From an optimization exercise on the open Yosys and OpenROAD flow, aimed at small area, a short achievable clock period and few clock cycles per item; shortcuts taken in it are not production practice.
The RTL was checked by simulation tests, not by an equivalence proof against the original design.
Power and IR drop assume default switching activity.

==> flow/config.mk <==
export PLATFORM = sky130hd
export DESIGN_NAME = linear_probe_hash_table_core
export DESIGN_NICKNAME = linear_probe_hash_table_core
export VERILOG_FILES = /design/flow/design.v
export SDC_FILE = /design/flow/constraint.sdc
export NUM_CORES = 4
export LEC_CHECK = 0
export CAP_MARGIN = 20
export CORE_MARGIN = 2
export CORE_UTILIZATION = 40
export SLEW_MARGIN = 20
export SYNTH_MEMORY_MAX_BITS = 8192
==> flow/constraint.sdc <==
create_clock -name core_clock -period 10.0 [get_ports {clk_i}]
set_input_delay 2.0000 -clock core_clock [delete_from_list [all_inputs] [get_ports {clk_i}]]
set_output_delay 2.0000 -clock core_clock [all_outputs]
set_load 0.01 [all_outputs]
==> flow/design.v <==
`default_nettype none
package lpht_pkg;
  localparam int unsigned KEY_W    = 31;
  localparam int unsigned PAY_W    = 32;
  localparam int unsigned SLOT_W   = 6;
  localparam int unsigned STATUS_W = 2;
  typedef enum logic {
    OP_INSERT = 1'b0,
    OP_LOOKUP = 1'b1
  } op_e;
  typedef enum logic [STATUS_W-1:0] {
    ST_INSERTED  = 2'd0,
    ST_FOUND     = 2'd1,
    ST_NOT_FOUND = 2'd2,
    ST_FULL      = 2'd3
  } status_e;
endpackage
`default_nettype wire
`default_nettype none
module lpht_mod_unit #(
  parameter int unsigned N = 64
) (
  input  logic [N-1:0]         req_i,
  input  logic [$clog2(N)-1:0] start_i,
  output logic [N-1:0]         gnt_o,
  output logic                 any_o
);
  localparam int unsigned LG = $clog2(N);
  logic [N-1:0] mask;    
  logic [N-1:0] hi;      
  logic [N-1:0] pre_hi [LG+1];
  logic [N-1:0] pre_all [LG+1];
  logic [N-1:0] before_hi, before_all;
  logic         any_hi;
  always_comb begin
    for (int i = 0; i < N; i++) begin
      mask[i] = (i >= start_i);
    end
  end
  assign hi = req_i & mask;
  assign pre_hi[0]  = hi;
  assign pre_all[0] = req_i;
  for (genvar l = 0; l < LG; l++) begin : g_lvl
    for (genvar i = 0; i < N; i++) begin : g_bit
      if (i >= (1 << l)) begin : g_or
        assign pre_hi[l+1][i]  = pre_hi[l][i]  | pre_hi[l][i-(1<<l)];
        assign pre_all[l+1][i] = pre_all[l][i] | pre_all[l][i-(1<<l)];
      end else begin : g_pass
        assign pre_hi[l+1][i]  = pre_hi[l][i];
        assign pre_all[l+1][i] = pre_all[l][i];
      end
    end
  end
  assign before_hi  = {pre_hi[LG][N-2:0], 1'b0};
  assign before_all = {pre_all[LG][N-2:0], 1'b0};
  assign any_hi     = pre_hi[LG][N-1];
  assign gnt_o = req_i & ~(before_hi | (~mask & ({N{any_hi}} | before_all)));
  assign any_o = pre_all[LG][N-1];
endmodule
`default_nettype wire
`default_nettype none
module lpht_seq #(
  parameter int unsigned CAP = 4
) (
  input  logic                          clk_i,
  input  logic                          rst_ni,
  input  logic                          in_valid_i,
  output logic                          in_ready_o,
  output logic                          acc_o,
  input  logic                          res_valid_i,
  input  logic [lpht_pkg::STATUS_W-1:0] res_status_i,
  input  logic [lpht_pkg::SLOT_W-1:0]   res_slot_i,
  output logic [lpht_pkg::SLOT_W-1:0]   rd_slot_o,
  output logic                          rd_en_o,
  input  logic [lpht_pkg::PAY_W-1:0]    rd_payload_i,
  output logic                          out_valid_o,
  input  logic                          out_ready_i,
  output logic [lpht_pkg::STATUS_W-1:0] out_status_o,
  output logic [lpht_pkg::SLOT_W-1:0]   out_slot_o,
  output logic [lpht_pkg::PAY_W-1:0]    out_found_payload_o
);
  localparam int unsigned QD   = CAP - 1;           
  localparam int unsigned QW   = $clog2(QD);
  localparam int unsigned CW   = $clog2(CAP + 1);
  localparam int unsigned EW   = lpht_pkg::STATUS_W + lpht_pkg::SLOT_W;
  logic          rdy_q;
  logic [CW-1:0] cnt_q, cnt_d;
  logic          take, o_free;
  assign in_ready_o = rdy_q;
  assign acc_o      = in_valid_i & rdy_q;
  assign take       = out_valid_o & out_ready_i;
  assign o_free     = !out_valid_o | out_ready_i;
  always_comb begin
    cnt_d = cnt_q;
    if (acc_o && !take) cnt_d = cnt_q + 1'b1;
    if (!acc_o && take) cnt_d = cnt_q - 1'b1;
  end
  always_ff @(posedge clk_i or negedge rst_ni) begin
    if (!rst_ni) begin
      cnt_q <= '0;
      rdy_q <= 1'b0;
    end else begin
      cnt_q <= cnt_d;
      rdy_q <= (cnt_d < CW'(CAP));
    end
  end
  logic [EW-1:0] q_mem [QD];
  logic [QW-1:0] q_wp, q_rp;
  logic [QW:0]   q_n;
  logic          q_empty, push, pop;
  logic [EW-1:0] head, src;
  logic          src_valid;
  assign q_empty   = (q_n == '0);
  assign head      = q_mem[q_rp];
  assign src       = q_empty ? {res_status_i, res_slot_i} : head;
  assign src_valid = !q_empty | res_valid_i;
  assign pop       = !q_empty & o_free;
  assign push      = res_valid_i & !(q_empty & o_free);
  always_ff @(posedge clk_i or negedge rst_ni) begin
    if (!rst_ni) begin
      q_wp <= '0;
      q_rp <= '0;
      q_n  <= '0;
    end else begin
      if (push) q_wp <= (q_wp == QW'(QD - 1)) ? '0 : q_wp + 1'b1;
      if (pop)  q_rp <= (q_rp == QW'(QD - 1)) ? '0 : q_rp + 1'b1;
      if (push && !pop) q_n <= q_n + 1'b1;
      if (!push && pop) q_n <= q_n - 1'b1;
    end
  end
  always_ff @(posedge clk_i) begin
    if (push) q_mem[q_wp] <= {res_status_i, res_slot_i};
  end
  logic                          ov_q;
  logic [lpht_pkg::STATUS_W-1:0] ost_q;
  logic [lpht_pkg::SLOT_W-1:0]   oslot_q;
  logic [lpht_pkg::PAY_W-1:0]    opay_q;
  assign rd_slot_o = src[lpht_pkg::SLOT_W-1:0];
  assign rd_en_o   = (src[EW-1:lpht_pkg::SLOT_W] == lpht_pkg::ST_FOUND);
  always_ff @(posedge clk_i or negedge rst_ni) begin
    if (!rst_ni) begin
      ov_q <= 1'b0;
    end else if (o_free) begin
      ov_q <= src_valid;
    end
  end
  always_ff @(posedge clk_i) begin
    if (o_free) begin
      ost_q   <= src[EW-1:lpht_pkg::SLOT_W];
      oslot_q <= src[lpht_pkg::SLOT_W-1:0];
      opay_q  <= rd_payload_i;
    end
  end
  assign out_valid_o         = ov_q;
  assign out_status_o        = ost_q;
  assign out_slot_o          = oslot_q;
  assign out_found_payload_o = opay_q;
endmodule
`default_nettype wire
`default_nettype none
module lpht_datapath #(
  parameter int unsigned TABLE_SIZE = 64
) (
  input  logic                          clk_i,
  input  logic                          rst_ni,
  input  logic                          acc_i,
  input  logic                          in_operation_i,
  input  logic [lpht_pkg::KEY_W-1:0]    in_key_i,
  input  logic [lpht_pkg::PAY_W-1:0]    in_payload_i,
  output logic                          res_valid_o,
  output logic [lpht_pkg::STATUS_W-1:0] res_status_o,
  output logic [lpht_pkg::SLOT_W-1:0]   res_slot_o,
  input  logic [lpht_pkg::SLOT_W-1:0]   rd_slot_i,
  input  logic                          rd_en_i,
  output logic [lpht_pkg::PAY_W-1:0]    rd_payload_o
);
  localparam int unsigned IDX_W = $clog2(TABLE_SIZE);
  logic                       req_valid_q;
  logic                       req_op_q;
  logic [lpht_pkg::KEY_W-1:0] req_key_q;
  logic [lpht_pkg::PAY_W-1:0] req_pay_q;
  always_ff @(posedge clk_i or negedge rst_ni) begin
    if (!rst_ni) begin
      req_valid_q <= 1'b0;
    end else begin
      req_valid_q <= acc_i;
    end
  end
  always_ff @(posedge clk_i) begin
    req_op_q  <= in_operation_i;
    req_key_q <= in_key_i;
    req_pay_q <= in_payload_i;
  end
  logic [TABLE_SIZE-1:0]      used_q;
  logic [lpht_pkg::KEY_W-1:0] key_q [TABLE_SIZE];
  logic [lpht_pkg::PAY_W-1:0] pay_q [TABLE_SIZE];
  logic [TABLE_SIZE-1:0] stop, gnt;
  logic                  any;
  logic                  ins, found;
  for (genvar i = 0; i < TABLE_SIZE; i++) begin : g_slot
    assign stop[i] = !used_q[i] | (req_op_q & (key_q[i] == req_key_q));
    always_ff @(posedge clk_i) begin
      if (!used_q[i]) begin
        key_q[i] <= req_key_q;
        pay_q[i] <= req_pay_q;
      end
    end
  end
  lpht_mod_unit #(
    .N (TABLE_SIZE)
  ) u_find (
    .req_i   (stop),
    .start_i (req_key_q[IDX_W-1:0]),
    .gnt_o   (gnt),
    .any_o   (any)
  );
  assign ins   = req_valid_q & !req_op_q & any;
  assign found = |(gnt & used_q);
  always_ff @(posedge clk_i or negedge rst_ni) begin
    if (!rst_ni) begin
      used_q <= '0;
    end else if (ins) begin
      used_q <= used_q | gnt;
    end
  end
  logic [IDX_W-1:0]              slot_d;
  logic [lpht_pkg::STATUS_W-1:0] status_d;
  always_comb begin
    slot_d = '0;
    for (int i = 0; i < TABLE_SIZE; i++) begin
      if (gnt[i]) slot_d = slot_d | IDX_W'(i);
    end
    if (req_op_q == lpht_pkg::OP_INSERT) begin
      status_d = any ? lpht_pkg::ST_INSERTED : lpht_pkg::ST_FULL;
    end else begin
      status_d = found ? lpht_pkg::ST_FOUND : lpht_pkg::ST_NOT_FOUND;
      if (!found) slot_d = '0;
    end
  end
  always_ff @(posedge clk_i or negedge rst_ni) begin
    if (!rst_ni) begin
      res_valid_o <= 1'b0;
    end else begin
      res_valid_o <= req_valid_q;
    end
  end
  always_ff @(posedge clk_i) begin
    res_status_o <= status_d;
    res_slot_o   <= lpht_pkg::SLOT_W'(slot_d);
  end
  always_comb begin
    rd_payload_o = '0;
    for (int i = 0; i < TABLE_SIZE; i++) begin
      if (rd_en_i && rd_slot_i == IDX_W'(i)) rd_payload_o = rd_payload_o | pay_q[i];
    end
  end
endmodule
`default_nettype wire
`default_nettype none
module linear_probe_hash_table_core #(
  parameter int unsigned TABLE_SIZE = 64
) (
  input  logic       clk_i,
  input  logic       rst_ni,
  input  logic                          in_valid_i,
  output logic                          in_ready_o,
  input  logic                          in_operation_i,
  input  logic [lpht_pkg::KEY_W-1:0]    in_key_i,
  input  logic [lpht_pkg::PAY_W-1:0]    in_payload_i,
  output logic                          out_valid_o,
  input  logic                          out_ready_i,
  output logic [lpht_pkg::STATUS_W-1:0] out_status_o,
  output logic [lpht_pkg::SLOT_W-1:0]   out_slot_o,
  output logic [lpht_pkg::PAY_W-1:0]    out_found_payload_o
);
  logic                          acc;
  logic                          res_valid;
  logic [lpht_pkg::STATUS_W-1:0] res_status;
  logic [lpht_pkg::SLOT_W-1:0]   res_slot;
  logic [lpht_pkg::SLOT_W-1:0]   rd_slot;
  logic                          rd_en;
  logic [lpht_pkg::PAY_W-1:0]    rd_payload;
  lpht_seq u_seq (
    .clk_i               (clk_i),
    .rst_ni              (rst_ni),
    .in_valid_i          (in_valid_i),
    .in_ready_o          (in_ready_o),
    .acc_o               (acc),
    .res_valid_i         (res_valid),
    .res_status_i        (res_status),
    .res_slot_i          (res_slot),
    .rd_slot_o           (rd_slot),
    .rd_en_o             (rd_en),
    .rd_payload_i        (rd_payload),
    .out_valid_o         (out_valid_o),
    .out_ready_i         (out_ready_i),
    .out_status_o        (out_status_o),
    .out_slot_o          (out_slot_o),
    .out_found_payload_o (out_found_payload_o)
  );
  lpht_datapath #(
    .TABLE_SIZE (TABLE_SIZE)
  ) u_dp (
    .clk_i          (clk_i),
    .rst_ni         (rst_ni),
    .acc_i          (acc),
    .in_operation_i (in_operation_i),
    .in_key_i       (in_key_i),
    .in_payload_i   (in_payload_i),
    .res_valid_o    (res_valid),
    .res_status_o   (res_status),
    .res_slot_o     (res_slot),
    .rd_slot_i      (rd_slot),
    .rd_en_i        (rd_en),
    .rd_payload_o   (rd_payload)
  );
endmodule
`default_nettype wire
==> flow/run.sh <==
#!/bin/bash
# synth_recipe.tcl (not shown) runs the flow's synth.tcl, then flattens the netlist and writes it again
# the make line also repeats each setting of config.mk as NAME=value (left out here)
make -C /OpenROAD-flow-scripts/flow DESIGN_CONFIG=/design/flow/config.mk WORK_HOME=/design/flow/orfs CLKGATE_MAP_FILE= SYNTH_SCRIPT=/design/flow/synth_recipe.tcl finish
==> summary.txt <==
[layout by cell type (no fill, tap or decap), types with 95 or more instances in the layout]
cell	Yosys	layout
a221oi_1	516	516
a22o_1	516	516
buf_4	84	297
clkbuf_1	210	95
clkbuf_16	0	427
clkdlybuf4s50_1	0	108
edfxtp_1	4096	4096
nand2_1	245	243
nand4_1	360	360
nor2_1	181	117
nor4_1	436	431
xnor2_1	438	438
xor2_1	1527	1527
[where the power goes]
group / leakage (nW) / switching [mW] / internal (mW) / total, mW
combinational: 15.6 / 4.33 / 1.47 / 5.80
clock: 6.67 / 6.93 / 8.99 / 15.9
sequential: 44.4 / 1.08 / 22.3 / 23.4
total: 66.7 / 12.3 / 32.8 / 45.1
[logic make-up after synthesis]
group / count (synthesis) / share of synthesized area
buf+inv: 571 / 0.0221
simple gates: 1559 / 0.0528
compound gates: 1394 / 0.0696
fa+ha+maj: 6 / 0.000491
mux: 11 / 0.000663
xor+xnor: 1965 / 0.102
flops: 4246 / 0.752
[synth_stat cells (41+ instances only)]
cell type / count / area, µm²
nand3_1: 56 / 280
a221oi_1: 516 / 4520
nor3_1: 57 / 285
xnor2_1: 438 / 3840
a21oi_1: 41 / 205
nand4_1: 360 / 2250
edfxtp_1: 4096 / 123000
nor2_1: 181 / 679
buf_4: 84 / 631
inv_1: 103 / 387
clkbuf_1: 210 / 788
nand2_1: 245 / 920
a22o_1: 516 / 4520
or4_1: 43 / 323
nor4_1: 436 / 2730
dfrtp_1: 78 / 1950
o21ai_0: 93 / 465
buf_6: 103 / 1160
dfxtp_1: 72 / 1440
xor2_1: 1527 / 13400
[critical path, delay by kind of cell (launching register included)]
family	cells	cell delay, ns
and+or+nand+nor	7	2.39
DFF	1	0.31
buffers and inverters	3	2.05
AOI/OAI and AO/OA	6	2.59
[worst paths after layout]
check | cells past startpoint | to | startpoint | slack [ns]
max | 16 | u_dp.res_slot_o[4] | u_dp.req_op_q | 2.38
min reg2reg | 1 | u_seq.ov_q | u_dp.res_valid_o | 0.49
min in group asynchronous | 1 | u_dp.used_q[44] | rst_ni | 1.01
min | 1 | u_seq.ov_q | u_dp.res_valid_o | 0.49
max reg2reg | 16 | u_dp.res_slot_o[4] | u_dp.req_op_q | 2.38
max in group asynchronous | 2 | u_dp.used_q[33] | rst_ni | 8.02
[registers in the layout, indices dropped and copies added, names as in the netlist]
register	cells
u_dp.key_q	1984
u_dp.pay_q	2048
u_dp.req_key_q	31
u_dp.req_op_q	1
u_dp.req_pay_q	32
u_dp.req_valid_q	1
u_dp.res_slot_o	6
u_dp.res_status_o	2
u_dp.res_valid_o	1
u_dp.used_q	64
u_seq.cnt_q	3
u_seq.opay_q	32
u_seq.oslot_q	6
u_seq.ost_q	2
u_seq.ov_q	1
u_seq.q_mem	24
u_seq.q_n	3
u_seq.q_rp	2
u_seq.q_wp	2
u_seq.rdy_q	1
[area by class of cell]
cell class                 instances  area [µm²]  area share
sequential                      4246      127000       0.664
multi-input combinational       4935       38500       0.202
clock buffer                     531       11200      0.0586
tap                             5520        6910      0.0362
timing repair buffer             452        4260      0.0223
clock inverter                   250        2560      0.0135
inverter                         105         559     0.00293
antenna                           21        52.6    0.000276
[stage by stage]
stage / area [µm²] / setup WS (ns) / total power [mW] / hold WS, ns / util
after floorplan: 168000 / 5.00 / 26.3 / 0.379 / -
after CTS: 191000 / 2.51 / 45.1 / 0.489 / 0.454
after global placement: 177000 / 2.56 / 29.2 / 0.460 / 0.421
final: 191000 / 2.38 / 45.1 / 0.489 / 0.455
after detailed placement: 177000 / 2.58 / 29.4 / 0.463 / 0.422
after global routing: 191000 / 2.26 / 46.2 / 0.514 / 0.454
[metal layers]
| layer | vias up | routed length (µm) | track usage |
|---|---|---|---|
| li1 | 39500 | - | - |
| met1 | 52400 | 236000 | 0.376 |
| met2 | 7105 | 289000 | 0.459 |
| met3 | 1654 | 64100 | 0.0526 |
| met4 | 10 | 34600 | 0.130 |
| met5 | - | 70 | 0 |
==> parameters.txt <==
Parameter                              Value

Outcome
  Result of the run ... timing/DRC/antenna clean

Clock tree
  CTS Root Buffer Type ... clkbuf_16
  TritonCTS clock tree ... yes
  Maximum number of buffers from clock root to sink ... 4
  Post-cts gate resize count ... 0
  TritonCTS Sinks ... 4246
  Clock latency (worst-skew pair) ... 1.05 ns
  Clock-pin slew of the registers on the worst-case setup and hold paths ... 0.06 ns
  Post-CTS setup repair buffer count ... 0
  Number of clock buffers inserted by TritonCTS ... 421
  H-tree levels ... 5
  Count of hold buffers inserted by post-cts repair ... 0

Route
  Wire per inst ... 38.8 µm
  Count of nets left with antenna violations after detail routing ... 0
  Post-detailed-route via-to-cell ratio ... 6.27
  Drt pass-1 iters ... 8
  Post-detailed-route DRC marker count ... 0
  Routed vias ... 101000
  Iteration-0 DRC Markers ... 16900
  Routed WL ... 623000 µm

Synthesis
  Post-synth net total ... 9826
  Synthesized cell area ... 168000 µm²
  Seq/Total Area, Yosys ... 0.752
  Ys async rst share ... 0.0184
  Seq cells post-synth ... 4246
  Number of warnings printed during yosys synthesis ... 7
  Most instantiated flip-flop cell in the synthesis netlist ... edfxtp_1
  Synth cell types ... 104
  Synth Area per Inst ... 17.2 µm²
  Number of enable-type register cells in the synthesized netlist ... 4096
  Mapped Cells ... 9752

Timing
  Worst relative slew slack ... 0.148
  Max Transition Viols Final ... 0
  Unrepaired setup endpoints after global routing ... false
  Post-route clock period utilization ... 0.762
  Worst-case clock skew ... 0.122 ns
  Setup violations, final ... 0
  Number of failing hold endpoints at the final stage ... 0
  Max Freq ... 131 MHz
  Accumulated negative setup slack ... 0 ns
  Measured slew at the worst slew-check pin ... 1.27 ns
  Final min period ... 7.62 ns

Setup path
  Critical path required time ... 10.77 ns
  Critical path endpoint category ... register
  Ordered list of cells on the worst path ... buf_4 -> clkinv_2 -> buf_4 -> nor4_1 -> nand4_1 -> o41ai_2 -> a222oi_1 -> and4_1 -> nand4_1 -> nor4_4 -> o211ai_1 -> o32ai_1 -> a2111oi_0 -> nand4_1 -> nor4_4 -> a41oi_1
  CP Data Arrival Time ... 8.39 ns
  Worst path max stage delay ... 1.01 ns
  Type of element launching the critical path ... register
  CP Class ... reg -> reg
  Cell mode on critical path ... nand4_1
  Highest net fanout along the worst path ... 31
  Max stage delay cell, worst path ... clkinv_2

Floorplanning
  Overall die area ... 425000 µm²
  Placeable core region ... 419000 µm²
  X dimension of the die ... 652 µm
  Initial core utilization ... 0.401
  Die Y ... 652 µm
  Number of top-level design ports ... 110
  Row count ... 238

Place
  HPWL Detailed ... 350000 µm
  Global placement routability congestion ... 0.970
  Count of input and output buffers ... 109
  Cell count after placement ... 15300

Finish
  Proportion of layout cells with a drive suffix above 1 ... 0.115
  Layout Area Growth over Synthesis ... 13.4%
  FILL cells ... 35700
  Non-filler cells in the finished layout ... 16100
  Layout net count ... 10200

Min path
  Worst min-delay path class ... reg -> reg

Job
  MaxCap Viol Count ... 0

Global route
  Global Route Usage Sum ... 0.285
  Maximum number of pins on one net before global-route repair ... 76
  Number of global-route vias before repair ... 95300
  First-pass GRT wire length ... 833000 µm
  Final global-route overflow total ... 0
  Number of antenna violations at the first check in global routing ... 37

Power and ir drop
  Maximum VDD drop ... 0.000174 V
  Leakage power summed over all cells ... 66.7 nW
  Areal power density over the cells ... 237 nW/µm²
Testbench counts, summed over its fixed seeds: cycles 2,592, ops 2,560.

==> port drivers added, routing unchanged <==
In the flow no input, the clock included, has a driving cell. The finished layout below was timed again as built, in two steps. Step 1, drivers: a clkbuf_16 drives clk_i and a buf_2 each remaining input, both assumed. Step 2 adds t to the input delays and takes it off the output delays; t is the mean of the earliest and latest rising clock arrival at the registers after step 1. Input paths then give back, and output paths get back, about the clock's delay inside the block. a / b / c = ideal / step 1 / step 2; a / b = the first two.
shift t [ns]: 1.098
slack for setup (ns): 2.379 / 2.379 / 2.379
worst setup path after step 2: register to register
slew at the worst register clock pin (ns): 0.07 / 0.07
After both steps setup and hold are still met in this run. The setup slack of this run moves by 0.000 ns with the drivers and by 0.000 ns with both steps.
